This is an optimization exercise on Yosys and OpenROAD, whose aim is a short achievable clock period and few clock cycles per item, not a production implementation. Where RTL was checked, it was by simulation tests only, not by an equivalence proof against the original. Only the layout flow was run in run 1; the RTL was not checked for function there. In every run shown here, the design's own scripts or RTL, not TritonCTS, make the clock network. The clock input has no modelled driver; a real chip could not lean on it and would need a root buffer or a full tree. Power and IR drop assume default switching activity.

<file path="flow/design.v">
package exe_pkg;
        localparam int XLEN       = 32;
        localparam int REG_ADDR_W = 5;
        localparam logic [6:0] OPC_OP     = 7'b0110011;
        localparam logic [6:0] OPC_OP_IMM = 7'b0010011;
        localparam logic [6:0] OPC_BRANCH = 7'b1100011;
        localparam logic [6:0] OPC_LUI    = 7'b0110111;
        localparam logic [6:0] OPC_AUIPC  = 7'b0010111;
        localparam logic [2:0] ALU_ADD_SUB = 3'b000;
        localparam logic [2:0] ALU_SLL     = 3'b001;
        localparam logic [2:0] ALU_SLT     = 3'b010;
        localparam logic [2:0] ALU_SLTU    = 3'b011;
        localparam logic [2:0] ALU_XOR     = 3'b100;
        localparam logic [2:0] ALU_SRL_SRA = 3'b101;
        localparam logic [2:0] ALU_OR      = 3'b110;
        localparam logic [2:0] ALU_AND     = 3'b111;
        localparam logic [2:0] BR_BEQ  = 3'b000;
        localparam logic [2:0] BR_BNE  = 3'b001;
        localparam logic [2:0] BR_BLT  = 3'b100;
        localparam logic [2:0] BR_BGE  = 3'b101;
        localparam logic [2:0] BR_BLTU = 3'b110;
        localparam logic [2:0] BR_BGEU = 3'b111;
        localparam int C1 = 11;
        localparam int C2 = 22;
        typedef struct packed {
                logic [31:0]             instr;
                logic [XLEN-1:0]         pc;
                logic [XLEN-1:0]         rs1;
                logic [XLEN-1:0]         rs2;
        } raw_rec_t;
        typedef struct packed {
                logic                    is_alu;
                logic                    is_br;
                logic                    is_up;
                logic [2:0]              funct3;
                logic                    alt;      
                logic [REG_ADDR_W-1:0]   rd;
        } ctl_t;
        typedef struct packed {
                ctl_t                    ctl;
                logic                    sub;      
                logic                    rev;      
                logic [XLEN-1:0]         x;        
                logic [XLEN-1:0]         yx;       
                logic [XLEN-1:0]         pa;       
                logic [XLEN-1:0]         pb;       
        } dec_rec_t;
        typedef struct packed {
                ctl_t                    ctl;
                logic [C1:0]             a_lo;     
                logic [C1:0]             p_lo;
                logic [31:C1]            x_hi;
                logic [31:C1]            yx_hi;
                logic [31:C1]            pa_hi;
                logic [31:C1]            pb_hi;
                logic [XLEN-1:0]         other;    
                logic                    fill;     
                logic [2:0]              sh_lo;    
                logic                    eq;
        } ex1_rec_t;
        typedef struct packed {
                ctl_t                    ctl;
                logic [C2:0]             a_lo;
                logic [C2:0]             p_lo;
                logic [31:C2]            x_hi;
                logic [31:C2]            yx_hi;
                logic [31:C2]            pa_hi;
                logic [31:C2]            pb_hi;
                logic [XLEN-1:0]         other;    
                logic                    eq;
        } ex2_rec_t;
        typedef struct packed {
                ctl_t                    ctl;
                logic [XLEN-1:0]         arith;    
                logic [XLEN-1:0]         other;
                logic                    eq;
                logic                    lt;
                logic                    ltu;
                logic [XLEN-1:0]         pcsum;    
        } ex3_rec_t;
        typedef struct packed {
                logic [REG_ADDR_W-1:0]   rd;
                logic                    wr;
                logic [XLEN-1:0]         result;
                logic                    taken;
                logic [XLEN-1:0]         target;
        } out_rec_t;
endpackage
`timescale 1ns/100ps
module operand_decode (
        input  exe_pkg::raw_rec_t   raw_i,
        output exe_pkg::dec_rec_t   rec_o
);
        logic [6:0]                 opcode;
        logic [2:0]                 funct3;
        logic [exe_pkg::XLEN-1:0]   imm_i;
        logic [exe_pkg::XLEN-1:0]   imm_b;
        logic [exe_pkg::XLEN-1:0]   imm_u;
        logic [exe_pkg::XLEN-1:0]   y;
        logic                       is_op;
        logic                       is_op_imm;
        logic                       is_br;
        logic                       is_auipc;
        logic                       sub;
        assign opcode = raw_i.instr[6:0];
        assign funct3 = raw_i.instr[14:12];
        assign imm_i = {{20{raw_i.instr[31]}}, raw_i.instr[31:20]};
        assign imm_b = {{20{raw_i.instr[31]}}, raw_i.instr[7], raw_i.instr[30:25],
                        raw_i.instr[11:8], 1'b0};
        assign imm_u = {raw_i.instr[31:12], 12'd0};
        assign is_op     = (opcode == exe_pkg::OPC_OP);
        assign is_op_imm = (opcode == exe_pkg::OPC_OP_IMM);
        assign is_br     = (opcode == exe_pkg::OPC_BRANCH);
        assign is_auipc  = (opcode == exe_pkg::OPC_AUIPC);
        assign y   = is_op_imm ? imm_i : raw_i.rs2;
        assign sub = is_br | ((is_op | is_op_imm) &
                     ((is_op & raw_i.instr[30] & (funct3 == exe_pkg::ALU_ADD_SUB)) |
                      (funct3[2:1] == 2'b01)));
        always_comb begin
                rec_o.ctl.is_alu = is_op | is_op_imm;
                rec_o.ctl.is_br  = is_br;
                rec_o.ctl.is_up  = (opcode == exe_pkg::OPC_LUI) || is_auipc;
                rec_o.ctl.funct3 = funct3;
                rec_o.ctl.alt    = raw_i.instr[30] & (is_op |
                                   (is_op_imm & (funct3 == exe_pkg::ALU_SRL_SRA)));
                rec_o.ctl.rd     = raw_i.instr[11:7];
                rec_o.sub        = sub;
                rec_o.rev        = (is_op | is_op_imm) & (funct3 == exe_pkg::ALU_SLL);
                rec_o.x          = raw_i.rs1;
                rec_o.yx         = y ^ {32{sub}};
                rec_o.pa         = (is_br | is_auipc) ? raw_i.pc : 32'd0;
                rec_o.pb         = is_br ? imm_b : imm_u;
        end
endmodule
`timescale 1ns/100ps
module outcome_queue #(
        parameter int DEPTH = 4
) (
        input  logic                    clk,
        input  logic                    reset_n,
        input  logic                    wr_i,            
        input  exe_pkg::out_rec_t       wdata_i,
        input  logic                    res_ack_i,
        output logic                    res_req_o,
        output logic                    done_o,          
        output exe_pkg::out_rec_t       out_o
);
        localparam int AW = $clog2(DEPTH);
        localparam int W  = $bits(wdata_i);
        logic [W-1:0]       mem [DEPTH];
        logic [DEPTH-1:0]   full;
        logic [AW-1:0]      wp;
        logic [AW-1:0]      rp;
        logic               req_n;           
        logic               req_d;
        logic [W-1:0]       out_q;
        assign done_o = ~req_n & res_ack_i;
        assign req_d  = ~res_ack_i & (~req_n | full[rp]);
        always_ff @(posedge clk or negedge reset_n) begin
                if (!reset_n) begin
                        full      <= '0;
                        wp        <= '0;
                        rp        <= '0;
                        res_req_o <= 1'b0;
                        req_n     <= 1'b1;
                end else begin
                        for (int i = 0; i < DEPTH; i++) begin
                                if (wr_i && (wp == AW'(i))) begin
                                        full[i] <= 1'b1;
                                end else if (done_o && (rp == AW'(i))) begin
                                        full[i] <= 1'b0;
                                end
                        end
                        if (wr_i) begin
                                wp <= wp + 1'b1;
                        end
                        if (done_o) begin
                                rp <= rp + 1'b1;
                        end
                        res_req_o <= req_d;
                        req_n     <= ~req_d;
                end
        end
        always_ff @(posedge clk) begin
                for (int i = 0; i < DEPTH; i++) begin
                        if (wr_i && (wp == AW'(i))) begin
                                mem[i] <= wdata_i;
                        end
                end
        end
        always_ff @(posedge clk) begin
                out_q <= mem[rp];
        end
        assign out_o = out_q;
endmodule
`timescale 1ns/100ps
module alu_stage1 (
        input  exe_pkg::dec_rec_t   rec_i,
        output exe_pkg::ex1_rec_t   rec_o
);
        localparam int C1 = exe_pkg::C1;
        logic [exe_pkg::XLEN-1:0]   x;
        logic [exe_pkg::XLEN-1:0]   xs;              
        logic [exe_pkg::XLEN-1:0]   y;
        logic [1:0]                 sh_hi;
        logic                       fill;
        logic                       is_shift;
        logic [exe_pkg::XLEN-1:0]   sh1;
        assign x        = rec_i.x;
        assign y        = rec_i.yx;          
        assign sh_hi    = y[4:3];
        assign fill     = rec_i.ctl.alt & rec_i.ctl.funct3[2] & x[31];
        always_comb begin
                for (int i = 0; i < 32; i++) begin
                        xs[i] = rec_i.rev ? x[31-i] : x[i];
                end
        end
        assign is_shift = (rec_i.ctl.funct3[1:0] == 2'b01);
        always_comb begin
                case (sh_hi)
                        2'd0:    sh1 = xs;
                        2'd1:    sh1 = {{8{fill}}, xs[31:8]};
                        2'd2:    sh1 = {{16{fill}}, xs[31:16]};
                        default: sh1 = {{24{fill}}, xs[31:24]};
                endcase
        end
        always_comb begin
                rec_o.ctl   = rec_i.ctl;
                rec_o.a_lo  = {1'b0, x[C1-1:0]} + {1'b0, y[C1-1:0]} + {{C1{1'b0}}, rec_i.sub};
                rec_o.p_lo  = {1'b0, rec_i.pa[C1-1:0]} + {1'b0, rec_i.pb[C1-1:0]};
                rec_o.x_hi  = x[31:C1];
                rec_o.yx_hi = y[31:C1];
                rec_o.pa_hi = rec_i.pa[31:C1];
                rec_o.pb_hi = rec_i.pb[31:C1];
                if (is_shift) begin
                        rec_o.other = sh1;
                end else begin
                        case (rec_i.ctl.funct3)
                                exe_pkg::ALU_XOR: rec_o.other = x ^ y;
                                exe_pkg::ALU_OR:  rec_o.other = x | y;
                                default:          rec_o.other = x & y;
                        endcase
                end
                rec_o.fill  = fill;
                rec_o.sh_lo = y[2:0];
                rec_o.eq    = &(x ^ y);
        end
endmodule
module alu_stage2 (
        input  exe_pkg::ex1_rec_t   rec_i,
        output exe_pkg::ex2_rec_t   rec_o
);
        localparam int C1 = exe_pkg::C1;
        localparam int C2 = exe_pkg::C2;
        logic                       is_shift;
        logic signed [32:0]         sr_in;
        logic signed [32:0]         sr_out;
        assign is_shift = (rec_i.ctl.funct3[1:0] == 2'b01);
        assign sr_in    = {rec_i.fill, rec_i.other};
        assign sr_out   = sr_in >>> rec_i.sh_lo;
        always_comb begin
                rec_o.ctl   = rec_i.ctl;
                rec_o.a_lo  = {{1'b0, rec_i.x_hi[C2-1:C1]} + {1'b0, rec_i.yx_hi[C2-1:C1]}
                               + {{(C2-C1){1'b0}}, rec_i.a_lo[C1]},
                               rec_i.a_lo[C1-1:0]};
                rec_o.p_lo  = {{1'b0, rec_i.pa_hi[C2-1:C1]} + {1'b0, rec_i.pb_hi[C2-1:C1]}
                               + {{(C2-C1){1'b0}}, rec_i.p_lo[C1]},
                               rec_i.p_lo[C1-1:0]};
                rec_o.x_hi  = rec_i.x_hi[31:C2];
                rec_o.yx_hi = rec_i.yx_hi[31:C2];
                rec_o.pa_hi = rec_i.pa_hi[31:C2];
                rec_o.pb_hi = rec_i.pb_hi[31:C2];
                rec_o.other = is_shift ? sr_out[31:0] : rec_i.other;
                rec_o.eq    = rec_i.eq;
        end
endmodule
module alu_stage3 (
        input  exe_pkg::ex2_rec_t   rec_i,
        output exe_pkg::ex3_rec_t   rec_o
);
        localparam int C2 = exe_pkg::C2;
        logic [32-C2:0]             a_hi;
        logic [32-C2:0]             p_hi;
        assign a_hi = {1'b0, rec_i.x_hi} + {1'b0, rec_i.yx_hi} + {{(32-C2){1'b0}}, rec_i.a_lo[C2]};
        assign p_hi = {1'b0, rec_i.pa_hi} + {1'b0, rec_i.pb_hi} + {{(32-C2){1'b0}}, rec_i.p_lo[C2]};
        always_comb begin
                rec_o.ctl   = rec_i.ctl;
                rec_o.arith = {a_hi[31-C2:0], rec_i.a_lo[C2-1:0]};
                rec_o.pcsum = {p_hi[31-C2:0], rec_i.p_lo[C2-1:0]};
                rec_o.other = rec_i.other;
                rec_o.eq    = rec_i.eq;
                rec_o.ltu   = ~a_hi[32-C2];
                rec_o.lt    = (rec_i.x_hi[31] == rec_i.yx_hi[31]) ? rec_i.x_hi[31]
                                                                  : a_hi[31-C2];
        end
endmodule
module alu_select (
        input  exe_pkg::ex3_rec_t   rec_i,
        output exe_pkg::out_rec_t   rec_o
);
        logic [exe_pkg::XLEN-1:0]   other_rev;
        logic [exe_pkg::XLEN-1:0]   alu_out;
        logic                       br_taken;
        always_comb begin
                for (int i = 0; i < 32; i++) begin
                        other_rev[i] = rec_i.other[31-i];
                end
        end
        always_comb begin
                case (rec_i.ctl.funct3)
                        exe_pkg::ALU_ADD_SUB: alu_out = rec_i.arith;
                        exe_pkg::ALU_SLL:     alu_out = other_rev;
                        exe_pkg::ALU_SLT:     alu_out = {31'd0, rec_i.lt};
                        exe_pkg::ALU_SLTU:    alu_out = {31'd0, rec_i.ltu};
                        default:              alu_out = rec_i.other;
                endcase
        end
        always_comb begin
                case (rec_i.ctl.funct3)
                        exe_pkg::BR_BEQ:  br_taken = rec_i.eq;
                        exe_pkg::BR_BNE:  br_taken = ~rec_i.eq;
                        exe_pkg::BR_BLT:  br_taken = rec_i.lt;
                        exe_pkg::BR_BGE:  br_taken = ~rec_i.lt;
                        exe_pkg::BR_BLTU: br_taken = rec_i.ltu;
                        exe_pkg::BR_BGEU: br_taken = ~rec_i.ltu;
                        default:          br_taken = 1'b0;
                endcase
        end
        always_comb begin
                rec_o.wr     = rec_i.ctl.is_alu | rec_i.ctl.is_up;
                rec_o.rd     = (rec_i.ctl.is_alu | rec_i.ctl.is_up) ? rec_i.ctl.rd : '0;
                rec_o.result = rec_i.ctl.is_alu ? alu_out :
                               rec_i.ctl.is_up  ? rec_i.pcsum : '0;
                rec_o.taken  = rec_i.ctl.is_br & br_taken;
                rec_o.target = rec_i.ctl.is_br ? rec_i.pcsum : '0;
        end
endmodule
`timescale 1ns/100ps
module exe_top (
        input  logic                                clk,
        input  logic                                reset_n,
        input  logic                                in_req_i,
        output logic                                in_ack_o,
        input  logic [31:0]                         instr_i,
        input  logic [exe_pkg::XLEN-1:0]            pc_i,
        input  logic [exe_pkg::XLEN-1:0]            rs1_i,
        input  logic [exe_pkg::XLEN-1:0]            rs2_i,
        output logic                                res_req_o,
        input  logic                                res_ack_i,
        output logic [exe_pkg::REG_ADDR_W-1:0]      rd_addr_o,
        output logic                                write_rd_o,
        output logic [exe_pkg::XLEN-1:0]            result_o,
        output logic                                branch_taken_o,
        output logic [exe_pkg::XLEN-1:0]            branch_target_o
);
        localparam int QDEPTH = 4;
        logic                   v0, v1, v2, v3, v4;
        logic                   ack_n;           
        logic                   ack_d;
        logic                   accept;          
        logic                   done;            
        logic [2:0]             cnt;             
        logic                   room;
        exe_pkg::raw_rec_t      raw_in;
        exe_pkg::raw_rec_t      s0;
        exe_pkg::dec_rec_t      dec_d, s1;
        exe_pkg::ex1_rec_t      ex1_d, s2;
        exe_pkg::ex2_rec_t      ex2_d, s3;
        exe_pkg::ex3_rec_t      ex3_d, s4;
        exe_pkg::out_rec_t      out_d, out_q;
        assign room   = (cnt != 3'(QDEPTH));
        assign accept = in_req_i & ack_n & room;
        assign ack_d  = in_req_i & (~ack_n | room);
        always_ff @(posedge clk or negedge reset_n) begin
                if (!reset_n) begin
                        in_ack_o <= 1'b0;
                        ack_n    <= 1'b1;
                        cnt      <= '0;
                        v0       <= 1'b0;
                        v1       <= 1'b0;
                        v2       <= 1'b0;
                        v3       <= 1'b0;
                        v4       <= 1'b0;
                end else begin
                        in_ack_o <= ack_d;
                        ack_n    <= ~ack_d;
                        if (accept && !done) begin
                                cnt <= cnt + 1'b1;
                        end else if (done && !accept) begin
                                cnt <= cnt - 1'b1;
                        end
                        v0       <= accept;
                        v1       <= v0;
                        v2       <= v1;
                        v3       <= v2;
                        v4       <= v3;
                end
        end
        assign raw_in.instr = instr_i;
        assign raw_in.pc    = pc_i;
        assign raw_in.rs1   = rs1_i;
        assign raw_in.rs2   = rs2_i;
        operand_decode u_decode (
                .raw_i (s0),
                .rec_o (dec_d)
        );
        alu_stage1 u_alu1 (
                .rec_i (s1),
                .rec_o (ex1_d)
        );
        alu_stage2 u_alu2 (
                .rec_i (s2),
                .rec_o (ex2_d)
        );
        alu_stage3 u_alu3 (
                .rec_i (s3),
                .rec_o (ex3_d)
        );
        always_ff @(posedge clk) begin
                s0 <= raw_in;
                s1 <= dec_d;
                s2 <= ex1_d;
                s3 <= ex2_d;
                s4 <= ex3_d;
        end
        alu_select u_sel (
                .rec_i (s4),
                .rec_o (out_d)
        );
        outcome_queue #(
                .DEPTH (QDEPTH)
        ) u_queue (
                .clk       (clk),
                .reset_n   (reset_n),
                .wr_i      (v4),
                .wdata_i   (out_d),
                .res_ack_i (res_ack_i),
                .res_req_o (res_req_o),
                .done_o    (done),
                .out_o     (out_q)
        );
        assign rd_addr_o       = out_q.rd;
        assign write_rd_o      = out_q.wr;
        assign result_o        = out_q.result;
        assign branch_taken_o  = out_q.taken;
        assign branch_target_o = out_q.target;
endmodule
</file>
<file path="flow/flow/run.sh">
#!/bin/bash
# The standard layout (standard.sh: ORFS synthesis to final), except
# that the clock tree comes from flow/ctree.tcl, hooked into ORFS's CTS
# step through PRE_CTS_TCL: the clock port feeds four root inverters, each
# root feeds a group of leaf inverters, each leaf about 36 flip-flops.
# Before that, flow/pull.tcl moves each register that drives an output
# port next to the port's buffer.
# standard.sh's own output goes to standard.log in this folder.
set -euo pipefail
here=$(pwd)
export PRE_CTS_TCL="$here/flow/pre_cts.tcl"
bash standard.sh > "$here/standard.log" 2>&1
</file>
<file path="flow/flow/ctree.tcl">
# Two-level balanced clock tree: the clock port feeds NROOT root cells, each
# root feeds a group of leaf cells, each leaf feeds a compact group of
# about LEAF_SINKS flip-flop clock pins. With inverters at both levels the
# clock reaches the flip-flops uninverted. Groups are cut from the sinks
# sorted into vertical strips, then along each strip, so they hold equal counts.

proc ctree_center {it} {
  set b [[$it getInst] getBBox]
  return [list [expr {([$b xMin] + [$b xMax]) / 2}] [expr {([$b yMin] + [$b yMax]) / 2}]]
}

# split items (each {x y payload}) into n groups of nearly equal size, compact
proc ctree_split {items n} {
  set cnt [llength $items]
  if {$n <= 1} { return [list $items] }
  set ns [expr {max(1, int(round(sqrt($n))))}]
  set per_strip [expr {int(ceil(double($n) / $ns))}]
  set ns [expr {int(ceil(double($n) / $per_strip))}]
  set byx [lsort -integer -index 0 $items]
  set groups {}
  set done 0
  set gdone 0
  for {set s 0} {$s < $ns} {incr s} {
    set gin [expr {min($per_strip, $n - $gdone)}]
    set take [expr {int(round(double($cnt) * ($gdone + $gin) / $n)) - $done}]
    set strip [lrange $byx $done [expr {$done + $take - 1}]]
    set strip [lsort -integer -index 1 $strip]
    set sd 0
    for {set g 0} {$g < $gin} {incr g} {
      set t [expr {int(round(double($take) * ($g + 1) / $gin)) - $sd}]
      lappend groups [lrange $strip $sd [expr {$sd + $t - 1}]]
      incr sd $t
    }
    incr done $take
    incr gdone $gin
  }
  return $groups
}

proc ctree_centroid {items} {
  set sx 0; set sy 0
  foreach i $items { set sx [expr {$sx + [lindex $i 0]}]; set sy [expr {$sy + [lindex $i 1]}] }
  set n [llength $items]
  return [list [expr {$sx / $n}] [expr {$sy / $n}]]
}

proc ctree_pins {master} {
  set in ""; set out ""
  foreach mt [$master getMTerms] {
    if {[$mt getSigType] ne "SIGNAL"} continue
    if {[$mt getIoType] eq "INPUT"} { set in [$mt getName] }
    if {[$mt getIoType] eq "OUTPUT"} { set out [$mt getName] }
  }
  return [list $in $out]
}

proc ctree_build {clk_name buf_name nroot leaf_sinks {leaf_name ""}} {
  set db [ord::get_db]
  set block [ord::get_db_block]
  set master [$db findMaster $buf_name]
  if {$leaf_name eq ""} { set leaf_name $buf_name }
  set lmaster [$db findMaster $leaf_name]
  lassign [ctree_pins $master] rin rout
  lassign [ctree_pins $lmaster] lin lout
  set clk [$block findNet $clk_name]
  set sinks {}
  foreach it [$clk getITerms] {
    set c [ctree_center $it]
    lappend sinks [list [lindex $c 0] [lindex $c 1] $it]
  }
  set nleaf [expr {max($nroot, int(round(double([llength $sinks]) / $leaf_sinks)))}]
  # leaves per root as equal as possible: cut sinks into nroot regions first
  set regions [ctree_split $sinks $nroot]
  set li 0
  set ri 0
  foreach region $regions {
    set nl [expr {max(1, int(round(double([llength $region]) * $nleaf / [llength $sinks])))}]
    set leaves [ctree_split $region $nl]
    set leaf_pts {}
    foreach grp $leaves {
      lappend leaf_pts [concat [ctree_centroid $grp] [list $grp]]
    }
    set rc [ctree_centroid $leaf_pts]
    set root [odb::dbInst_create $block $master "clkroot_$ri"]
    $root setLocation [expr {int([lindex $rc 0])}] [expr {int([lindex $rc 1])}]
    $root setPlacementStatus PLACED
    set rnet [odb::dbNet_create $block "clknet_root_$ri"]
    $rnet setSigType CLOCK
    [$root findITerm $rin] connect $clk
    [$root findITerm $rout] connect $rnet
    foreach lp $leaf_pts {
      set leaf [odb::dbInst_create $block $lmaster "clkleaf_$li"]
      $leaf setLocation [expr {int([lindex $lp 0])}] [expr {int([lindex $lp 1])}]
      $leaf setPlacementStatus PLACED
      set lnet [odb::dbNet_create $block "clknet_leaf_$li"]
      $lnet setSigType CLOCK
      [$leaf findITerm $lin] connect $rnet
      [$leaf findITerm $lout] connect $lnet
      foreach s [lindex $lp 2] {
        set it [lindex $s 2]
        $it disconnect
        $it connect $lnet
      }
      incr li
    }
    incr ri
  }
  puts "ctree: [llength $sinks] sinks, $ri roots, $li leaves"
}
</file>
<file path="flow/flow/pre_cts.tcl">
# Sourced by ORFS's cts.tcl (PRE_CTS_TCL) right after it loads the placed
# design. It replaces the clock_tree_synthesis call that cts.tcl makes
# later (after repair_clock_inverters) with: move the registers that drive
# output ports next to their port buffers (flow/pull.tcl), build a
# two-level balanced clock tree of inverters (flow/ctree.tcl) and set the
# clock as propagated. The rest of cts.tcl (legalisation, timing repair)
# runs as usual on this tree.

source [file join [file dirname [info script]] ctree.tcl]
source [file join [file dirname [info script]] pull.tcl]

proc clock_tree_synthesis { args } {
  puts "clock tree built by flow/ctree.tcl in place of clock_tree_synthesis $args"
  pull_output_flops
  ctree_build clk sky130_fd_sc_hd__clkinv_16 4 36 sky130_fd_sc_hd__clkinv_16
  set_propagated_clock [all_clocks]
}
</file>
<file path="flow/flow/pull.tcl">
# Moves each flip-flop that drives an output port's buffer onto that
# buffer, so the register-to-port wire is short; the detailed placement
# that follows in cts.tcl makes the placement legal again.

proc pull_output_flops {} {
  set block [ord::get_db_block]
  set moved 0
  foreach bt [$block getBTerms] {
    if {[$bt getIoType] ne "OUTPUT"} continue
    set net [$bt getNet]
    if {$net eq "NULL"} continue
    set buf ""
    foreach it [$net getITerms] { if {[$it isOutputSignal]} { set buf [$it getInst] } }
    if {$buf eq ""} continue
    set drv ""
    foreach it [$buf getITerms] {
      if {[$it isInputSignal] && [$it getNet] ne "NULL"} {
        foreach jt [[$it getNet] getITerms] { if {[$jt isOutputSignal]} { set drv [$jt getInst] } }
      }
    }
    if {$drv eq "" || ![string match "sky130_fd_sc_hd__df*" [[$drv getMaster] getName]]} continue
    set loc [$buf getLocation]
    $drv setLocation [lindex $loc 0] [lindex $loc 1]
    incr moved
  }
  puts "pull_output_flops: moved $moved flip-flops to their output buffers"
}
</file>
<file path="flow/standard.sh">
#!/bin/bash
# synth_recipe.tcl (not shown) runs the flow's synth.tcl, then flattens the netlist and writes it again
# the make line also repeats each setting of config.mk as NAME=value (left out here)
make -C /OpenROAD-flow-scripts/flow DESIGN_CONFIG=/design/flow/config.mk WORK_HOME=/design/flow/orfs CLKGATE_MAP_FILE= SYNTH_SCRIPT=/design/flow/synth_recipe.tcl "${@:-finish}"
</file>
<file path="flow/config.mk">
export PLATFORM = sky130hd
export DESIGN_NAME = exe_top
export DESIGN_NICKNAME = exe_top
export VERILOG_FILES = /design/flow/design.v
export SDC_FILE = /design/flow/constraint.sdc
export NUM_CORES = 4
export LEC_CHECK = 0
export ABC_CLOCK_PERIOD_IN_PS = 1500
export CAP_MARGIN = 20
export CORE_MARGIN = 2
export CORE_UTILIZATION = 40
export SETUP_SLACK_MARGIN = 4.7
export SLEW_MARGIN = 20
export TNS_END_PERCENT = 100
</file>
<file path="flow/constraint.sdc">
create_clock -name core_clock -period 7.0 [get_ports {clk}]
set_input_delay 1.4000 -clock core_clock [delete_from_list [all_inputs] [get_ports {clk}]]
set_output_delay 1.4000 -clock core_clock [all_outputs]
set_load 0.01 [all_outputs]
</file>
==> results of run 1 <==
[path summary, 6_finish.rpt]
| check | endpoint | slack (ns) |
|---|---|---|
| worst min register to register | s4[79] | 0.32 |
| worst min-delay path | s4[79] | 0.32 |
| min in group asynchronous | u_queue.wp[1] | 1.57 |
| worst max-delay path | cnt[2] | 4.63 |
| max in group asynchronous | u_queue.res_req_o | 4.87 |
| worst max register to register | s2[141] | 4.73 |
[sequential cells by signal (all words and copies together) (netlist names), 2 cells and up]
| name | cells |
|---|---|
| s4 | 110 |
| s2 | 156 |
| u_queue.full | 4 |
| s1 | 141 |
| u_queue.out_q | 71 |
| u_queue.mem | 284 |
| s0 | 128 |
| u_queue.rp | 2 |
| u_queue.wp | 2 |
| cnt | 3 |
| s3 | 130 |
[worst max-delay path, cell delays in order]
cell	delay, ns
buf_6	0.07
nand2_2	0.05
a21oi_4	0.14
ha_4	0.15
inv_2	0.03
fa_2	0.32
xor2_1	0.17
nor2_1	0.07
xor2_1	0.16
[area by class of cell]
| class | count | area [µm²] |
|---|---|---|
| Antenna cell | 1 | 2.50 |
| Timing Repair Buffer | 239 | 2000 |
| Multi-Input combinational cell | 1326 | 10400 |
| Fill cell | 7812 | 47800 |
| Timing Repair inverter | 1 | 5.00 |
| Tap cell | 1155 | 1450 |
| Sequential cell | 1040 | 23800 |
| Inverter | 223 | 1690 |
[metrics by stage]
stage / hold WS [ns] / power (W) / util / std cells
2_1_floorplan: 0.310 / 0.00884 / - / 2680
3_3_place_gp: 0.311 / 0.0101 / 0.441 / 3937
3_5_place_dp: 0.312 / 0.0101 / 0.441 / 3937
4_1_cts: 0.317 / 0.0125 / 0.454 / 3978
5_1_grt: 0.334 / 0.0128 / 0.452 / 3984
6_report: 0.318 / 0.0122 / 0.452 / 3985
[power by group through the flow]
stage,Combinational [W],Sequential [W],Clock (W)
2_1_floorplan,0.00140,0.00744,0
3_3_place_gp,0.00258,0.00749,0
3_5_place_dp,0.00261,0.00752,0
4_1_cts,0.00267,0.00735,0.00245
5_1_grt,0.00275,0.00742,0.00266
6_report,0.00253,0.00735,0.00235
[per-layer routing]
metal	vias up	share of wire	wire length, µm	track usage
met5	-	0	0	0
met4	0	0.019	1610	0.0301
met3	59	0.038	3180	0.00879
met2	535	0.47	39100	0.297
met1	9638	0.47	39300	0.258
li1	9610	-	-	-
[cell usage in the layout (no fill, tap or decap), types with 10 or more instances in the layout]
master | Yosys | layout
dfxtp_2 | 0 | 25
buf_2 | 19 | 34
xnor2_1 | 54 | 53
o22ai_1 | 25 | 25
clkinv_16 | 0 | 32
nand2_1 | 112 | 110
inv_1 | 189 | 185
a222oi_1 | 71 | 71
dfxtp_1 | 736 | 709
a21o_1 | 37 | 37
buf_4 | 3 | 28
mux2i_1 | 215 | 215
dfrtp_1 | 18 | 18
nor3_1 | 13 | 13
and2_1 | 81 | 77
o21ai_0 | 116 | 114
nor2b_1 | 25 | 23
a21oi_1 | 122 | 119
nand2b_1 | 10 | 10
a22o_1 | 32 | 32
edfxtp_1 | 284 | 284
mux2_2 | 39 | 38
clkbuf_2 | 0 | 38
ha_1 | 121 | 116
xor2_1 | 27 | 27
nor2_1 | 86 | 86
clkdlybuf4s50_1 | 0 | 129
[cell families after synthesis]
group	after synthesis	synth area share
adder cells (fa/ha/maj)	133	0.0497
XOR/XNOR	81	0.0201
AO/OA/AOI/OAI	475	0.0909
multiplexers	261	0.0779
flip-flops	1040	0.673
buffers and inverters	314	0.0353
AND/OR/NAND/NOR	376	0.0529
[what timing repair did]
action                     CTS  global route
gates cloned                 1             0
gates resized for setup    230           105
setup buffers                8             6
setup endpoints to repair  432           209
pin swaps                    6             4
==> impl_metrics.env, run 1 <==
export IMPL_grt_pass1_vias=19800
export IMPL_startpoint="in_req_i"
export IMPL_start_util=0.405
export IMPL_layout_setup_ws_ns=4.63
export IMPL_ys_flop_type="dfxtp_1"
export IMPL_dp_worst_setup_slack_ns=3.41
export IMPL_grt_max_degree=73
export IMPL_track_usage=0.177
export IMPL_rsz0062_at_grt="true"
export IMPL_tightestPinTransition_ns=1.03
export IMPL_insertion_delay_ns=0.34
export IMPL_final_min_clock_period_ns=2.37
export IMPL_hp_class="reg2reg"
export IMPL_yosysWarnings=8
export IMPL_wl_per_cell_um=20.9
export IMPL_crit_path_end_kind="register"
export IMPL_ys_seq_area_frac=0.673
export IMPL_slew_headroom=0.313
export IMPL_slew_violations=0
export IMPL_io_buffer_count=204
export IMPL_synth_distinct_cells=72
export IMPL_drt_total_wl_mm=83.3
export IMPL_clock_skew_ns=0.0317
export IMPL_synth_nets=2945
export IMPL_die_x_um=301
export IMPL_drt_vias_per_instance=4.98
export IMPL_ctsHoldBuffers=0
export IMPL_cp_max_fo=2
export IMPL_antenna_found_initial=4
export IMPL_hold_violations=0
export IMPL_post_synth_top_count_cell="dfxtp_1"
export IMPL_combPwrFrac=0.207
export IMPL_die_area_um2=90600
export IMPL_netlist_top_cell_by_area="dfxtp_1"
export IMPL_postSynthCellCount=2680
export IMPL_num_rows=108
export IMPL_drc=0
export IMPL_vdd_drop_max_v=0.000269
export IMPL_synth_common_cells="736 x dfxtp_1, 284 x edfxtp_1, 215 x mux2i_1, 189 x inv_1, 122 x a21oi_1"
export IMPL_fp_dieH_um=301
export IMPL_whs_path_depth=0
export IMPL_power_leakage_nw=15.7
export IMPL_min_delay_start="s3[108]"
export IMPL_fin_area_um2=39400
export IMPL_nets=3096
export IMPL_setup_violations=0
export IMPL_crit_type="in2reg"
export IMPL_grt_overflow=0
export IMPL_drt_iter0_drc=1670
export IMPL_rr_worst_depth=8
export IMPL_dp_hpwl_mm=59.0
export IMPL_ant_nets=0
export IMPL_clk_pin_slew_ns=0.11
export IMPL_dr_pass1_iters=8
export IMPL_crit_arrival_ns=2.58
export IMPL_gp_congestion=0.873
export IMPL_switching_share=0.317
export IMPL_ys_ff_latch=1040
export IMPL_p_per_area_nw_per_um2=310
export IMPL_synth_edff_count=284
export IMPL_vias=19800
export IMPL_sequentialPowerShare=0.601
export IMPL_cp_required_ns=7.20
export IMPL_final_layout_size_suffix_gt1_frac=0.0937
export IMPL_switchingPower_w=0.00387
export IMPL_ios=205
export IMPL_async_reset_ff_frac=0.0192
export IMPL_final_setup_tns_ns=0
export IMPL_ys_top_cells_by_area="dfxtp_1 42%, edfxtp_1 24%, mux2i_1 6.1%"
export IMPL_core_um2=87200
export IMPL_period_share=0.339
export IMPL_p_int_w=0.00835
export IMPL_crit_path_start_kind="primary input"
export IMPL_syn_area_um2=35300
export IMPL_syn_area_per_cell_um2=13.2
export IMPL_r2r_start="s1[68]"
export IMPL_grt_pass1_wl_mm=124
export IMPL_drv_cap=0
export IMPL_status="timing/DRC/antenna clean"
export IMPL_area_growth_syn_to_layout_pct=11.5
export IMPL_synth_top_cell_area_share=0.417
export IMPL_place_area_um2=38500
export IMPL_clkPwrFrac=0.192
export IMPL_max_freq_mhz=422
==> run 2: changes to the inputs <==
--- a/flow/design.v
+++ b/flow/design.v
@@ -40,6 +40,7 @@
                 ctl_t                    ctl;
                 logic                    sub;      
                 logic                    rev;      
+                logic [4:0]              shamt;    
                 logic [XLEN-1:0]         x;        
                 logic [XLEN-1:0]         yx;       
                 logic [XLEN-1:0]         pa;       
@@ -127,6 +128,7 @@
                 rec_o.sub        = sub;
                 rec_o.rev        = (is_op | is_op_imm) & (funct3 == exe_pkg::ALU_SLL);
                 rec_o.x          = raw_i.rs1;
+                rec_o.shamt      = y[4:0];
                 rec_o.yx         = y ^ {32{sub}};
                 rec_o.pa         = (is_br | is_auipc) ? raw_i.pc : 32'd0;
                 rec_o.pb         = is_br ? imm_b : imm_u;
@@ -208,7 +210,7 @@
         logic [exe_pkg::XLEN-1:0]   sh1;
         assign x        = rec_i.x;
         assign y        = rec_i.yx;          
-        assign sh_hi    = y[4:3];
+        assign sh_hi    = rec_i.shamt[4:3];
         assign fill     = rec_i.ctl.alt & rec_i.ctl.funct3[2] & x[31];
         always_comb begin
                 for (int i = 0; i < 32; i++) begin
@@ -242,7 +244,7 @@
                         endcase
                 end
                 rec_o.fill  = fill;
-                rec_o.sh_lo = y[2:0];
+                rec_o.sh_lo = rec_i.shamt[2:0];
                 rec_o.eq    = &(x ^ y);
         end
 endmodule
@@ -359,6 +361,8 @@
         logic                   ack_d;
         logic                   accept;          
         logic                   done;            
+        logic [2:0]             n_acc;           
+        logic [2:0]             n_done;          
         logic [2:0]             cnt;             
         logic                   room;
         exe_pkg::raw_rec_t      raw_in;
@@ -368,6 +372,7 @@
         exe_pkg::ex2_rec_t      ex2_d, s3;
         exe_pkg::ex3_rec_t      ex3_d, s4;
         exe_pkg::out_rec_t      out_d, out_q;
+        assign cnt    = n_acc - n_done;
         assign room   = (cnt != 3'(QDEPTH));
         assign accept = in_req_i & ack_n & room;
         assign ack_d  = in_req_i & (~ack_n | room);
@@ -375,7 +380,8 @@
                 if (!reset_n) begin
                         in_ack_o <= 1'b0;
                         ack_n    <= 1'b1;
-                        cnt      <= '0;
+                        n_acc    <= '0;
+                        n_done   <= '0;
                         v0       <= 1'b0;
                         v1       <= 1'b0;
                         v2       <= 1'b0;
@@ -384,10 +390,11 @@
                 end else begin
                         in_ack_o <= ack_d;
                         ack_n    <= ~ack_d;
-                        if (accept && !done) begin
-                                cnt <= cnt + 1'b1;
-                        end else if (done && !accept) begin
-                                cnt <= cnt - 1'b1;
+                        if (accept) begin
+                                n_acc <= n_acc + 1'b1;
+                        end
+                        if (done) begin
+                                n_done <= n_done + 1'b1;
                         end
                         v0       <= accept;
                         v1       <= v0;
--- a/flow/config.mk
+++ b/flow/config.mk
@@ -9,6 +9,6 @@
 export CAP_MARGIN = 20
 export CORE_MARGIN = 2
 export CORE_UTILIZATION = 40
-export SETUP_SLACK_MARGIN = 4.7
+export SETUP_SLACK_MARGIN = 4.9
 export SLEW_MARGIN = 20
 export TNS_END_PERCENT = 100
==> impl_metrics.env, run 2 <==
export IMPL_final_layout_size_suffix_gt1_frac=0.107
export IMPL_crit_slowest_cell="dfrtp_1"
export IMPL_ys_seq_area_frac=0.672
export IMPL_drc=0
export IMPL_syn_area_per_cell_um2=13.2
export IMPL_critical_path_top_delay_family="flip-flops"
export IMPL_period_share=0.321
export IMPL_dp_hpwl_mm=60.9
export IMPL_crit_chain="buf_2"
export IMPL_cp_max_fo=1
export IMPL_synthMuxAreaShare=0.0725
export IMPL_cp_required_ns=5.60
export IMPL_hold_violations=0
export IMPL_diodes=0
export IMPL_switchingPower_w=0.00392
export IMPL_synth_common_cells="741 x dfxtp_1, 284 x edfxtp_1, 216 x mux2i_1, 189 x inv_1, 131 x o21ai_0"
export IMPL_yosys_area_share_xor_xnor=0.0201
export IMPL_crit_path_end_kind="primary output"
export IMPL_drt_iter0_drc=1786
export IMPL_placedCellCount=3959
export IMPL_ys_ff_latch=1048
export IMPL_grt_pass1_vias=19800
export IMPL_maxUsedRoutingLayer="met4"
export IMPL_final_common_cell="dfxtp_1"
export IMPL_synth_top_family_by_area="compound AO/OA/AOI/OAI gates"
export IMPL_num_rows=109
export IMPL_synth_distinct_cells=66
export IMPL_sequentialPowerShare=0.597
export IMPL_crit_type="reg2out"
export IMPL_top_regs="u_queue.mem (284), s2 (156), s1 (146)"
export IMPL_syn_area_um2=35600
export IMPL_post_synth_top_count_cell="dfxtp_1"
export IMPL_switching_share=0.315
export IMPL_hp_class="reg2reg"
export IMPL_drv_cap=0
export IMPL_track_usage=0.184
export IMPL_ctsHoldBuffers=0
export IMPL_power_leakage_nw=16.4
export IMPL_p_int_w=0.00852
export IMPL_insertion_delay_ns=0.34
export IMPL_crit_arrival_ns=0.85
export IMPL_path_buf_inv=1
export IMPL_final_setup_tns_ns=0
export IMPL_wl_met2_mm=41.1
export IMPL_vias=20100
export IMPL_postSynthCellCount=2693
export IMPL_dr_wl_met3_mm=3.55
export IMPL_tightestPinTransition_ns=0.810
export IMPL_grt_pass1_wl_mm=127
export IMPL_grt_max_degree=66
export IMPL_dr_pass1_iters=6
export IMPL_synth_compound_area_share=0.0926
export IMPL_combPwrFrac=0.214
export IMPL_netlist_top_cell_by_area="dfxtp_1"
export IMPL_antenna_found_initial=10
export IMPL_clock_skew_ns=0.0307
export IMPL_final_cell_mix="676 x dfxtp_1, 284 x edfxtp_1, 211 x mux2i_1"
export IMPL_clkPwrFrac=0.190
export IMPL_ys_top_cells_by_area="dfxtp_1 42%, edfxtp_1 24%, mux2i_1 6.1%"
export IMPL_async_reset_ff_frac=0.0219
export IMPL_ys_flop_type="dfxtp_1"
export IMPL_grt_overflow=0
export IMPL_drt_vias_per_instance=5.03
export IMPL_p_per_area_nw_per_um2=309
export IMPL_rsz0062_at_grt="true"
export IMPL_regMostFlops="u_queue.mem"
export IMPL_wl_per_cell_um=21.7
export IMPL_final_min_clock_period_ns=2.25
export IMPL_die_area_um2=91400
export IMPL_die_x_um=302
export IMPL_vdd_drop_max_v=0.000415
export IMPL_nets=3111
export IMPL_ant_nets=0
export IMPL_ios=205
export IMPL_synth_top_cell_area_share=0.417
export IMPL_total_power_w=0.0124
export IMPL_slew_violations=0
export IMPL_critical_path_max_stage_delay_ns=0.38
export IMPL_stdcell_count=4007
export IMPL_gp_congestion=0.850
export IMPL_clk_pin_slew_ns=0.10
export IMPL_largest_register_ffs=284
export IMPL_drt_met1_wl_mm=40.2
export IMPL_start_util=0.403
export IMPL_yosys_area_share_adder=0.0497
export IMPL_slew_headroom=0.458
export IMPL_fp_dieH_um=302
export IMPL_io_buffer_count=204
export IMPL_area_growth_syn_to_layout_pct=13.2
export IMPL_synth_nets=2960
export IMPL_yosysWarnings=8
export IMPL_synth_edff_count=284
export IMPL_max_freq_mhz=445
export IMPL_setup_violations=0
export IMPL_drt_total_wl_mm=87.1
export IMPL_core_um2=88400
export IMPL_status="timing/DRC/antenna clean"
export IMPL_crit_path_start_kind="register"
export IMPL_yosys_area_share_simple=0.0569
[run 2: cell count changes in the layout (fill, tap and decap cells not counted), moves of 10 or more]
cell      delta
mux2_2      -29
xor2_1      -10
clkbuf_2    -38
dfxtp_1     -33
a21oi_1     -41
o21ai_0     +15
nor2_1      -18
a221oi_1    +10
a211oi_1    +26
buf_2       -11
dfxtp_2     +37
buf_6       +51
[run 2: metrics by stage]
step | utilization | hold WS [ns] | worst slack [ns] | cell area (µm²)
2_1_floorplan | - | 0.310 | 4.91 | 35600
3_3_place_gp | 0.439 | 0.310 | 4.01 | 38800
3_5_place_dp | 0.439 | 0.312 | 4.01 | 38800
4_1_cts | 0.452 | 0.325 | 4.74 | 39900
5_1_grt | 0.456 | 0.328 | 4.72 | 40300
6_report | 0.456 | 0.323 | 4.75 | 40300
[run 2: timing repair]
item	4_1_cts	5_1_grt
setup endpoints to repair	452	348
gates resized for setup	419	83
setup buffers	8	4
gates cloned	2	2
pin swaps	14	14
[run 2: power groups by stage]
stage / Sequential (W) / Clock [W] / Combinational, W
CTS: 0.00741 / 0.00247 / 0.00261
global placement: 0.00757 / 0 / 0.00236
global route: 0.00750 / 0.00268 / 0.00288
floorplan: 0.00743 / 0 / 0.00132
finish: 0.00743 / 0.00236 / 0.00266
detailed placement: 0.00758 / 0 / 0.00239
[run 2: logic make-up (layout without fill, tap and decap cells)]
kind of cell	after synthesis	after routing
simple gates	398	400
mux	240	240
fa+ha+maj	135	135
xor+xnor	81	81
buf+inv	315	462
flops	1048	1048
compound gates	476	476
[run 2: cell type report]
cell class              instances  area (µm²)
well taps                    1165        1460
flip-flops and latches       1048       24000
inverters                     222        1680
multi-input cells            1332       10700
repair buffers                240        2430
fillers                      7790       48100
[run 2: path summary, 6_finish.rpt]
check	startpoint	to	slack, ns	cells past startpoint
worst max-delay path	in_ack_o	in_ack_o	4.75	1
worst min-delay path	s3[77]	s4[4]	0.32	0
worst max register to register	s1[96]	s2[141]	4.81	9
worst min register to register	s3[77]	s4[4]	0.32	0
max in group asynchronous	reset_n	u_queue.req_n	5.59	1
min in group asynchronous	reset_n	v2	1.03	1
[run 2: metal layers]
metal  up-vias  GRT usage
li1       9714          -
met4         0     0.0430
met3        76     0.0148
met5         -          0
met2       517      0.305
met1      9835      0.263
Testbench counts of run 2, summed over its fixed seeds: cycles 36,072, items 18,000.
==> run 3: changes to the inputs <==
==> flow/flow/run.sh (replaced) <==
#!/bin/bash
# The standard layout (standard.sh: ORFS synthesis to final), except
# that the clock tree comes from flow/ctree.tcl, hooked into ORFS's CTS
# step through PRE_CTS_TCL: the clock port feeds four root inverters, each
# root feeds a group of leaf inverters, each leaf about 44 flip-flops.
# Before that, flow/pull.tcl moves each register that drives an output
# port next to the port's buffer.
# standard.sh's own output goes to standard.log in this folder.
set -euo pipefail
here=$(pwd)
export PRE_CTS_TCL="$here/flow/pre_cts.tcl"
bash standard.sh > "$here/standard.log" 2>&1
--- a/flow/flow/pre_cts.tcl
+++ b/flow/flow/pre_cts.tcl
@@ -12,6 +12,6 @@
 proc clock_tree_synthesis { args } {
   puts "clock tree built by flow/ctree.tcl in place of clock_tree_synthesis $args"
   pull_output_flops
-  ctree_build clk sky130_fd_sc_hd__clkinv_16 4 36 sky130_fd_sc_hd__clkinv_16
+  ctree_build clk sky130_fd_sc_hd__clkinv_16 4 44 sky130_fd_sc_hd__clkinv_16
   set_propagated_clock [all_clocks]
 }
==> impl_metrics.env, run 3 <==
export IMPL_status="timing/DRC/antenna clean"
export IMPL_crit_path_start_kind="register"
export IMPL_dr_pass1_iters=6
export IMPL_final_common_cell="dfxtp_1"
export IMPL_drt_iter0_drc=1997
export IMPL_min_delay_start="s3[119]"
export IMPL_register_area_um2=24000
export IMPL_synth_distinct_cells=66
export IMPL_critical_path_max_stage_delay_ns=0.39
export IMPL_syn_area_um2=35600
export IMPL_drt_total_wl_mm=87.1
export IMPL_ant_nets=0
export IMPL_start_util=0.403
export IMPL_ys_seq_area_frac=0.672
export IMPL_num_rows=109
export IMPL_regMostFlops="u_queue.mem"
export IMPL_rr_worst_depth=9
export IMPL_final_layout_size_suffix_gt1_frac=0.106
export IMPL_drv_cap=0
export IMPL_max_freq_mhz=448
export IMPL_n_fill_cell=7793
export IMPL_utilization=0.455
export IMPL_hp_class="reg2reg"
export IMPL_ios=205
export IMPL_clk_pin_slew_ns=0.11
export IMPL_switchingPower_w=0.00386
export IMPL_track_usage=0.184
export IMPL_grt_pass1_vias=19800
export IMPL_switching_share=0.312
export IMPL_drt_vias_per_instance=5.02
export IMPL_insertion_delay_ns=0.33
export IMPL_crit_path_end_kind="primary output"
export IMPL_cp_depth=1
export IMPL_vdd_drop_max_v=0.000243
export IMPL_clock_skew_ns=0.0336
export IMPL_clkPwrFrac=0.183
export IMPL_nets=3106
export IMPL_slew_headroom=0.426
export IMPL_whs_path_depth=0
export IMPL_grt_max_degree=66
export IMPL_dp_hpwl_mm=60.9
export IMPL_crit_slowest_cell="dfrtp_1"
export IMPL_p_per_area_nw_per_um2=308
export IMPL_core_um2=88400
export IMPL_syn_area_per_cell_um2=13.2
export IMPL_rsz0062_at_grt="true"
export IMPL_ys_ff_latch=1048
export IMPL_cp_max_fo=1
export IMPL_synth_common_cells="741 x dfxtp_1, 284 x edfxtp_1, 216 x mux2i_1, 189 x inv_1, 131 x o21ai_0"
export IMPL_power_leakage_nw=16.3
export IMPL_fp_dieH_um=302
export IMPL_post_synth_top_count_cell="dfxtp_1"
export IMPL_final_min_clock_period_ns=2.23
export IMPL_startpoint="in_ack_o"
export IMPL_hold_violations=0
export IMPL_yosysWarnings=8
export IMPL_synth_top_cell_area_share=0.417
export IMPL_grt_pass1_wl_mm=127
export IMPL_die_x_um=302
export IMPL_top_regs="u_queue.mem (284), s2 (156), s1 (146)"
export IMPL_final_setup_tns_ns=0
export IMPL_antenna_found_initial=10
export IMPL_diodes=0
export IMPL_ys_top_cells_by_area="dfxtp_1 42%, edfxtp_1 24%, mux2i_1 6.1%"
export IMPL_vias=20100
export IMPL_r2r_start="s1[96]"
export IMPL_slew_violations=0
export IMPL_total_power_w=0.0124
export IMPL_drc=0
export IMPL_die_area_um2=91400
export IMPL_setup_violations=0
export IMPL_cp_required_ns=5.60
export IMPL_gp_congestion=0.850
export IMPL_wl_per_cell_um=21.8
export IMPL_largest_register_ffs=284
export IMPL_period_share=0.319
export IMPL_grt_overflow=0
export IMPL_final_cell_mix="673 x dfxtp_1, 284 x edfxtp_1, 212 x mux2i_1"
export IMPL_synth_edff_count=284
export IMPL_sequentialPowerShare=0.600
export IMPL_path_buf_inv=1
export IMPL_async_reset_ff_frac=0.0219
export IMPL_area_growth_syn_to_layout_pct=12.9
export IMPL_tightestPinTransition_ns=0.857
export IMPL_netlist_top_cell_by_area="dfxtp_1"
export IMPL_ctsHoldBuffers=0
export IMPL_critical_path_top_delay_family="flip-flops"
export IMPL_synth_nets=2960
export IMPL_crit_arrival_ns=0.83
export IMPL_combPwrFrac=0.217
export IMPL_postSynthCellCount=2693
export IMPL_multi_input_area_um2=10700
export IMPL_io_buffer_count=204
export IMPL_crit_chain="buf_2"
export IMPL_crit_type="reg2out"
export IMPL_ys_flop_type="dfxtp_1"
export IMPL_p_int_w=0.00851
-- run 3: cell counts after synthesis --
No cell type changed its count.
-- run 3: logic make-up after synthesis --
family | after synthesis | share of synthesized area
adders and majority gates | 135 | 0.0497
DFF | 1048 | 0.672
muxes | 240 | 0.0725
buffers and inverters | 315 | 0.0359
AOI/OAI and AO/OA | 476 | 0.0926
and+or+nand+nor | 398 | 0.0569
xor gates and xnor gates | 81 | 0.0201
-- run 3: area by class of cell --
type | count | area share
tap | 1165 | 0.0363
sequential | 1048 | 0.598
multi-input combinational | 1331 | 0.266
timing repair buffer | 240 | 0.0613
inverter | 218 | 0.0389
-- run 3: repair_timing --
item / CTS / global route
gates resized for setup: 417 / 89
pin swaps: 15 / 14
setup endpoints to repair: 452 / 342
setup buffers: 9 / 3
cloned: 1 / 2
-- run 3: worst paths after layout --
path / end / slack, ns
max in group asynchronous: u_queue.req_n / 5.58
hold / removal: s4[99] / 0.32
setup / recovery: in_ack_o / 4.77
setup reg to reg: s2[141] / 4.80
hold reg to reg: s4[99] / 0.32
min in group asynchronous: n_done[2] / 1.05
-- run 3: stage by stage --
stage	std cells	worst slack, ns	hold WS [ns]	cell area [µm²]
floorplan	2693	4.91	0.310	35600
global placement	3959	4.01	0.310	38800
detailed placement	3959	4.01	0.312	38800
CTS	3997	4.74	0.326	39800
global route	4002	4.72	0.337	40200
finish	4002	4.77	0.323	40200
-- run 3: power by group through the flow --
| stage | Clock [W] | Combinational, W | Sequential (W) |
|---|---|---|---|
| after floorplan | 0 | 0.00132 | 0.00743 |
| after global placement | 0 | 0.00236 | 0.00757 |
| after detailed placement | 0 | 0.00239 | 0.00758 |
| after CTS | 0.00235 | 0.00262 | 0.00741 |
| after global routing | 0.00255 | 0.00290 | 0.00750 |
| final | 0.00226 | 0.00268 | 0.00743 |
-- run 3: metal layers --
metal,up-vias,track usage,wire length [µm]
met4,0,0.0430,2220
met5,-,0,0
met1,9849,0.264,40400
met3,72,0.0113,3270
met2,491,0.306,41200
li1,9694,-,-
==> run 4: changes to the inputs <==
--- a/flow/design.v
+++ b/flow/design.v
@@ -20,8 +20,8 @@
         localparam logic [2:0] BR_BGE  = 3'b101;
         localparam logic [2:0] BR_BLTU = 3'b110;
         localparam logic [2:0] BR_BGEU = 3'b111;
-        localparam int C1 = 11;
-        localparam int C2 = 22;
+        localparam int C1 = 10;
+        localparam int C2 = 20;
         typedef struct packed {
                 logic [31:0]             instr;
                 logic [XLEN-1:0]         pc;
@@ -82,6 +82,13 @@
         typedef struct packed {
                 logic [REG_ADDR_W-1:0]   rd;
                 logic                    wr;
+                logic                    taken;
+                logic                    is_br;
+                logic [XLEN-1:0]         value;    
+        } q_rec_t;
+        typedef struct packed {
+                logic [REG_ADDR_W-1:0]   rd;
+                logic                    wr;
                 logic [XLEN-1:0]         result;
                 logic                    taken;
                 logic [XLEN-1:0]         target;
@@ -141,7 +148,7 @@
         input  logic                    clk,
         input  logic                    reset_n,
         input  logic                    wr_i,            
-        input  exe_pkg::out_rec_t       wdata_i,
+        input  exe_pkg::q_rec_t         wdata_i,
         input  logic                    res_ack_i,
         output logic                    res_req_o,
         output logic                    done_o,          
@@ -155,7 +162,9 @@
         logic [AW-1:0]      rp;
         logic               req_n;           
         logic               req_d;
-        logic [W-1:0]       out_q;
+        exe_pkg::q_rec_t    head;
+        exe_pkg::out_rec_t  out_d;
+        exe_pkg::out_rec_t  out_q;
         assign done_o = ~req_n & res_ack_i;
         assign req_d  = ~res_ack_i & (~req_n | full[rp]);
         always_ff @(posedge clk or negedge reset_n) begin
@@ -190,8 +199,14 @@
                         end
                 end
         end
+        assign head         = mem[rp];
+        assign out_d.rd     = head.rd;
+        assign out_d.wr     = head.wr;
+        assign out_d.taken  = head.taken;
+        assign out_d.result = head.is_br ? '0 : head.value;
+        assign out_d.target = head.is_br ? head.value : '0;
         always_ff @(posedge clk) begin
-                out_q <= mem[rp];
+                out_q <= out_d;
         end
         assign out_o = out_q;
 endmodule
@@ -298,7 +313,7 @@
 endmodule
 module alu_select (
         input  exe_pkg::ex3_rec_t   rec_i,
-        output exe_pkg::out_rec_t   rec_o
+        output exe_pkg::q_rec_t     rec_o
 );
         logic [exe_pkg::XLEN-1:0]   other_rev;
         logic [exe_pkg::XLEN-1:0]   alu_out;
@@ -331,10 +346,10 @@
         always_comb begin
                 rec_o.wr     = rec_i.ctl.is_alu | rec_i.ctl.is_up;
                 rec_o.rd     = (rec_i.ctl.is_alu | rec_i.ctl.is_up) ? rec_i.ctl.rd : '0;
-                rec_o.result = rec_i.ctl.is_alu ? alu_out :
-                               rec_i.ctl.is_up  ? rec_i.pcsum : '0;
                 rec_o.taken  = rec_i.ctl.is_br & br_taken;
-                rec_o.target = rec_i.ctl.is_br ? rec_i.pcsum : '0;
+                rec_o.is_br  = rec_i.ctl.is_br;
+                rec_o.value  = (rec_i.ctl.is_br | rec_i.ctl.is_up) ? rec_i.pcsum :
+                               rec_i.ctl.is_alu ? alu_out : '0;
         end
 endmodule
 `timescale 1ns/100ps
@@ -371,7 +386,8 @@
         exe_pkg::ex1_rec_t      ex1_d, s2;
         exe_pkg::ex2_rec_t      ex2_d, s3;
         exe_pkg::ex3_rec_t      ex3_d, s4;
-        exe_pkg::out_rec_t      out_d, out_q;
+        exe_pkg::q_rec_t        out_d;
+        exe_pkg::out_rec_t      out_q;
         assign cnt    = n_acc - n_done;
         assign room   = (cnt != 3'(QDEPTH));
         assign accept = in_req_i & ack_n & room;
==> impl_metrics.env, run 4 <==
export IMPL_io_buffer_count=204
export IMPL_dp_hpwl_mm=52.5
export IMPL_fp_dieH_um=283
export IMPL_rsz0062_at_grt="true"
export IMPL_synthMuxAreaShare=0.0648
export IMPL_whs_path_depth=0
export IMPL_crit_type="reg2out"
export IMPL_drt_iter0_drc=1358
export IMPL_slew_violations=0
export IMPL_cp_max_fo=1
export IMPL_nets=2948
export IMPL_crit_path_start_kind="register"
export IMPL_synth_top_family_by_area="compound AO/OA/AOI/OAI gates"
export IMPL_vdd_drop_max_v=0.000199
export IMPL_layout_setup_ws_ns=4.81
export IMPL_rr_worst_depth=10
export IMPL_grt_pass1_wl_mm=112
export IMPL_top_usage_layer="met2"
export IMPL_final_common_cell="dfxtp_1"
export IMPL_netlist_top_cell_by_area="dfxtp_1"
export IMPL_p_per_area_nw_per_um2=302
export IMPL_grt_max_degree=84
export IMPL_largest_register_ffs=160
export IMPL_crit_slowest_cell="dfrtp_1"
export IMPL_yosys_area_share_adder=0.0573
export IMPL_clock_skew_ns=0.0258
export IMPL_vias=18400
export IMPL_ant_nets=0
export IMPL_final_cell_mix="689 x dfxtp_1, 160 x edfxtp_1, 158 x nand2_1"
export IMPL_clk_pin_slew_ns=0.11
export IMPL_track_usage=0.179
export IMPL_period_share=0.313
export IMPL_grt_overflow=0
export IMPL_power_leakage_nw=14.4
export IMPL_cp_required_ns=5.60
export IMPL_drt_total_wl_mm=75.8
export IMPL_status="timing/DRC/antenna clean"
export IMPL_met2_usage=0.297
export IMPL_ff2ff_setup_slack_ns=4.81
export IMPL_drc=0
export IMPL_final_layout_size_suffix_gt1_frac=0.128
export IMPL_syn_area_per_cell_um2=12.3
export IMPL_synth_edff_count=160
export IMPL_use_met3=0.0151
export IMPL_regMostFlops="u_queue.mem"
export IMPL_gp_congestion=0.826
export IMPL_hold_violations=0
export IMPL_total_power_w=0.0107
export IMPL_setup_violations=0
export IMPL_ys_ff_latch=930
export IMPL_drt_vias_per_instance=4.96
export IMPL_antenna_found_initial=6
export IMPL_crit_path_end_kind="primary output"
export IMPL_synth_top_cell_area_share=0.480
export IMPL_dr_pass1_iters=6
export IMPL_ios=205
export IMPL_grt_pass1_vias=18300
export IMPL_num_rows=102
export IMPL_worstHoldEndpoint="s4[70]"
export IMPL_worstReg2RegEnd="s4[97]"
export IMPL_hp_class="reg2reg"
export IMPL_slew_headroom=0.544
export IMPL_die_area_um2=80100
export IMPL_critical_path_top_delay_family="flip-flops"
export IMPL_synth_nets=2795
export IMPL_post_synth_top_count_cell="dfxtp_1"
export IMPL_dp_worst_setup_slack_ns=4.04
export IMPL_start_util=0.403
export IMPL_yosysWarnings=8
export IMPL_wl_per_cell_um=20.4
export IMPL_min_delay_start="s3[105]"
export IMPL_synth_distinct_cells=66
export IMPL_r2r_start="s3[57]"
export IMPL_ys_seq_area_frac=0.653
export IMPL_max_freq_mhz=457
export IMPL_final_min_clock_period_ns=2.19
export IMPL_met1_usage=0.254
export IMPL_crit_chain="buf_2"
export IMPL_die_x_um=283
export IMPL_crit_arrival_ns=0.79
export IMPL_path_buf_inv=1
export IMPL_ys_flop_type="dfxtp_1"
export IMPL_synth_compound_area_share=0.0998
export IMPL_syn_area_um2=31200
export IMPL_synth_common_cells="747 x dfxtp_1, 161 x nand2_1, 160 x edfxtp_1, 148 x nor2_1, 148 x o21ai_0"
export IMPL_insertion_delay_ns=0.30
export IMPL_yosys_area_share_simple=0.0700
export IMPL_fin_area_um2=35400
export IMPL_yosys_area_share_xor_xnor=0.0227
export IMPL_tightestPinTransition_ns=0.677
export IMPL_area_growth_syn_to_layout_pct=13.8
export IMPL_postSynthCellCount=2527
export IMPL_critical_path_max_stage_delay_ns=0.37
export IMPL_ys_top_cells_by_area="dfxtp_1 48%, edfxtp_1 15%, ha_1 5.0%"
export IMPL_top_regs="u_queue.mem (160), s2 (158), s1 (146)"
export IMPL_final_setup_tns_ns=0
export IMPL_drv_cap=0
export IMPL_async_reset_ff_frac=0.0247
export IMPL_place_area_um2=34100
export IMPL_core_um2=77300
-- run 4: cell types whose count changed after synthesis, sizes merged, moves of 40 or more --
cell and delta:
a222oi -40, edfxtp -124, inv -65, mux2 +46
mux2i -108, nand2 +41, nor2 +79
-- run 4: per-stage QoR --
step	util	hold WS (ns)	instances
after floorplan	-	0.310	2527
after global placement	0.441	0.310	3665
after detailed placement	0.441	0.312	3665
after CTS	0.453	0.324	3704
after global routing	0.458	0.336	3718
final	0.458	0.323	3721
-- run 4: cell families (layout without fill, tap and decap cells) --
family,after synthesis,in the layout
other,0,3
buffers and inverters,249,395
and+or+nand+nor,471,473
AOI/OAI and AO/OA,483,483
muxes,178,181
DFF,930,930
xor gates and xnor gates,80,80
adders and majority gates,136,136
-- run 4: layout make-up --
class	count	area [µm²]
tap	1040	1300
sequential	930	20400
multi-input combinational	1353	10200
timing repair buffer	247	2370
antenna	3	7.51
inverter	148	1190
fill	7001	41900
-- run 4: worst reg2reg max path: stages (launching register included) --
cell and delay (ns):
dfxtp_2 0.34, fa_2 0.41, inv_2 0.08, fa_2 0.21, nor2b_2 0.05, o31a_1 0.28, o22a_1 0.22, buf_4 0.15
buf_6 0.12, nand4_1 0.11, o311ai_2 0.11
-- run 4: how the worst max path moves through the flow --
stage / cells after the start / from / end / slack [ns]
floorplan: 3 / in_req_i / n_acc[1] / 4.91
global placement: 4 / res_ack_i / u_queue.full[1] / 4.03
detailed placement: 4 / res_ack_i / u_queue.full[0] / 4.04
CTS: 7 / s1[142] / s2[20] / 4.75
global route: 8 / s3[57] / s4[32] / 4.73
finish: 1 / in_ack_o / in_ack_o / 4.81
-- run 4: what timing repair did --
item                                    CTS  global route
hold buffers                              0             0
buffers inserted                         11            12
cloned                                    4             1
pin swaps                                11            15
resized for setup                       418            94
endpoints found under the setup margin  358           214
-- run 4: where the power goes --
part	switching [W]	total, W	internal (W)	leakage (nW)
Sequential	0.000331	0.00644	0.00611	8.11
Clock	0.00171	0.00198	0.000268	0.274
Combinational	0.00132	0.00228	0.000953	6.06
Total	0.00336	0.0107	0.00733	14.4
-- run 4: per-layer routing --
layer / share of wire / wire length, µm
met4: 0.027 / 2040
met1: 0.46 / 35000
met5: 0 / 0
met2: 0.47 / 35900
met3: 0.037 / 2820
Testbench counts of run 4, summed over its fixed seeds: cycles 36,072, items 18,000.
==> run 5: changes to the inputs <==
--- a/flow/design.v
+++ b/flow/design.v
@@ -21,7 +21,7 @@
         localparam logic [2:0] BR_BLTU = 3'b110;
         localparam logic [2:0] BR_BGEU = 3'b111;
         localparam int C1 = 10;
-        localparam int C2 = 20;
+        localparam int C2 = 21;
         typedef struct packed {
                 logic [31:0]             instr;
                 logic [XLEN-1:0]         pc;
==> impl_metrics.env, run 5 <==
export IMPL_fp_dieH_um=282
export IMPL_whs_path_depth=0
export IMPL_period_share=0.312
export IMPL_track_usage=0.184
export IMPL_final_layout_size_suffix_gt1_frac=0.133
export IMPL_layout_setup_ws_ns=4.82
export IMPL_n_fill_cell=7060
export IMPL_io_buffer_count=204
export IMPL_register_area_um2=20400
export IMPL_status="timing/DRC/antenna clean"
export IMPL_rsz0062_at_grt="true"
export IMPL_p_per_area_nw_per_um2=304
export IMPL_synth_common_cells="745 x dfxtp_1, 161 x nand2_1, 160 x edfxtp_1, 159 x o21ai_0, 126 x nor2_1"
export IMPL_crit_slowest_cell="dfrtp_1"
export IMPL_ff2ff_setup_slack_ns=4.91
export IMPL_syn_area_per_cell_um2=12.4
export IMPL_nets=2913
export IMPL_die_area_um2=79700
export IMPL_min_delay_start="s3[101]"
export IMPL_dp_hpwl_mm=53.7
export IMPL_start_util=0.402
export IMPL_synth_edff_count=160
export IMPL_crit_path_end_kind="primary output"
export IMPL_vdd_drop_max_v=0.000228
export IMPL_hold_slack_ns=0.324
export IMPL_path_buf_inv=1
export IMPL_gp_congestion=0.909
export IMPL_wl_per_cell_um=20.6
export IMPL_synth_distinct_cells=69
export IMPL_hp_class="reg2reg"
export IMPL_crit_arrival_ns=0.78
export IMPL_ys_top_cells_by_area="dfxtp_1 48%, edfxtp_1 15%, ha_1 5.0%"
export IMPL_max_freq_mhz=458
export IMPL_drc=0
export IMPL_num_rows=102
export IMPL_vias=18400
export IMPL_ios=205
export IMPL_clk_pin_slew_ns=0.10
export IMPL_core_um2=77100
export IMPL_critical_path_top_delay_family="flip-flops"
export IMPL_netlist_top_cell_by_area="dfxtp_1"
export IMPL_slew_headroom=0.419
export IMPL_ant_nets=0
export IMPL_synth_top_cell_area_share=0.481
export IMPL_final_setup_tns_ns=0
export IMPL_dp_worst_setup_slack_ns=4.04
export IMPL_syn_area_um2=31000
export IMPL_clock_skew_ns=0.0382
export IMPL_regMostFlops="u_queue.mem"
export IMPL_diodes=0
export IMPL_r2r_start="s3[66]"
export IMPL_final_cell_mix="668 x dfxtp_1, 160 x edfxtp_1, 158 x nand2_1"
export IMPL_top_regs="u_queue.mem (160), s2 (158), s1 (146)"
export IMPL_tightestPinTransition_ns=0.870
export IMPL_critical_path_max_stage_delay_ns=0.38
export IMPL_multi_input_area_um2=10000
export IMPL_drt_total_wl_mm=75.9
export IMPL_postSynthCellCount=2493
export IMPL_grt_overflow=0
export IMPL_worstReg2RegEnd="s4[33]"
export IMPL_drt_iter0_drc=1464
export IMPL_grt_max_degree=84
export IMPL_cp_required_ns=5.60
export IMPL_hold_violations=0
export IMPL_antenna_found_initial=1
export IMPL_final_common_cell="dfxtp_1"
export IMPL_power_leakage_nw=14.4
export IMPL_crit_path_start_kind="register"
export IMPL_setup_violations=0
export IMPL_async_reset_ff_frac=0.0248
export IMPL_drv_cap=0
export IMPL_rr_worst_depth=8
export IMPL_cp_max_fo=1
export IMPL_crit_type="reg2out"
export IMPL_grt_pass1_vias=18100
export IMPL_worstHoldEndpoint="s4[69]"
export IMPL_crit_chain="buf_2"
export IMPL_dr_pass1_iters=7
export IMPL_die_x_um=282
export IMPL_slew_violations=0
export IMPL_largest_register_ffs=160
export IMPL_synth_nets=2761
export IMPL_final_min_clock_period_ns=2.18
export IMPL_ys_ff_latch=928
export IMPL_yosysWarnings=8
export IMPL_ys_flop_type="dfxtp_1"
export IMPL_grt_pass1_wl_mm=112
export IMPL_drt_vias_per_instance=4.98
export IMPL_area_growth_syn_to_layout_pct=13.9
export IMPL_insertion_delay_ns=0.29
export IMPL_ys_seq_area_frac=0.655
export IMPL_post_synth_top_count_cell="dfxtp_1"
## run 5: changes by cell type in the layout (fill, tap and decap cells not counted), moves of 14 or more
| cell | previous run | this run |
|---|---|---|
| nor2_1 | 145 | 121 |
| dfxtp_1 | 689 | 668 |
| a21oi_2 | 5 | 24 |
| o21ai_0 | 126 | 153 |
| dfxtp_2 | 56 | 72 |
| a21oi_1 | 103 | 72 |
| o21ai_1 | 20 | 6 |
## run 5: worst reg2reg max path, cell delays in order (launching register included)
cell       delay [ns]
dfxtp_2          0.35
fa_2             0.24
inv_1            0.06
fa_2             0.38
nor2b_4          0.14
o2111ai_2        0.14
and3_4           0.20
o21a_1           0.18
mux2_2           0.26
## run 5: power breakdown
part / total, W / internal, W / switching [W]
Sequential: 0.00644 / 0.00610 / 0.000341
Clock: 0.00196 / 0.000268 / 0.00170
Combinational: 0.00232 / 0.000991 / 0.00133
Total: 0.0107 / 0.00736 / 0.00337
## run 5: repair_timing
action	4_1_cts	5_1_grt
pin swaps	6	13
endpoints found under the setup margin	366	301
hold buffers	0	0
cloned	6	1
buffers inserted	10	8
resized for setup	418	90
## run 5: worst max path at each step
stage | depth (start not counted) | slack (ns) | endpoint | start
floorplan | 3 | 4.91 | n_acc[1] | in_req_i
global placement | 4 | 4.06 | u_queue.full[2] | res_ack_i
detailed placement | 4 | 4.04 | u_queue.full[3] | res_ack_i
CTS | 1 | 4.80 | in_ack_o | in_ack_o
global route | 3 | 4.76 | u_queue.mem[2][30] | s4[109]
finish | 1 | 4.82 | in_ack_o | in_ack_o
## run 5: cells by family after synthesis
logic type	synth area share
AO/OA/AOI/OAI	0.105
XOR/XNOR	0.0248
adder cells (fa/ha/maj)	0.0576
buffers and inverters	0.0313
flip-flops	0.655
multiplexers	0.0594
AND/OR/NAND/NOR	0.0669
## run 5: routing by layer
metal	vias to the layer above	GRT usage	wire, µm	share of wire
met4	0	0.0351	1670	0.022
met1	8903	0.258	35300	0.46
met2	466	0.313	35900	0.47
met3	71	0.0136	3070	0.040
li1	8915	-	-	-
met5	-	0	0	0
## run 5: stage by stage
| step | area (µm²) | util | cells | total power, W |
|---|---|---|---|---|
| after floorplan | 31000 | - | 2493 | 0.00764 |
| after global placement | 34000 | 0.441 | 3634 | 0.00858 |
| after detailed placement | 34000 | 0.441 | 3634 | 0.00863 |
| after CTS | 34900 | 0.453 | 3674 | 0.0107 |
| after global routing | 35300 | 0.458 | 3683 | 0.0113 |
| final | 35300 | 0.458 | 3683 | 0.0107 |
## run 5: area by class of cell
| cell class | instances | area share |
|---|---|---|
| flip-flops and latches | 928 | 0.578 |
| multi-input cells | 1333 | 0.284 |
| repair buffers | 240 | 0.0679 |
| well taps | 1040 | 0.0369 |
| inverters | 142 | 0.0332 |
Testbench counts of run 5, summed over its fixed seeds: cycles 36,072, items 18,000.
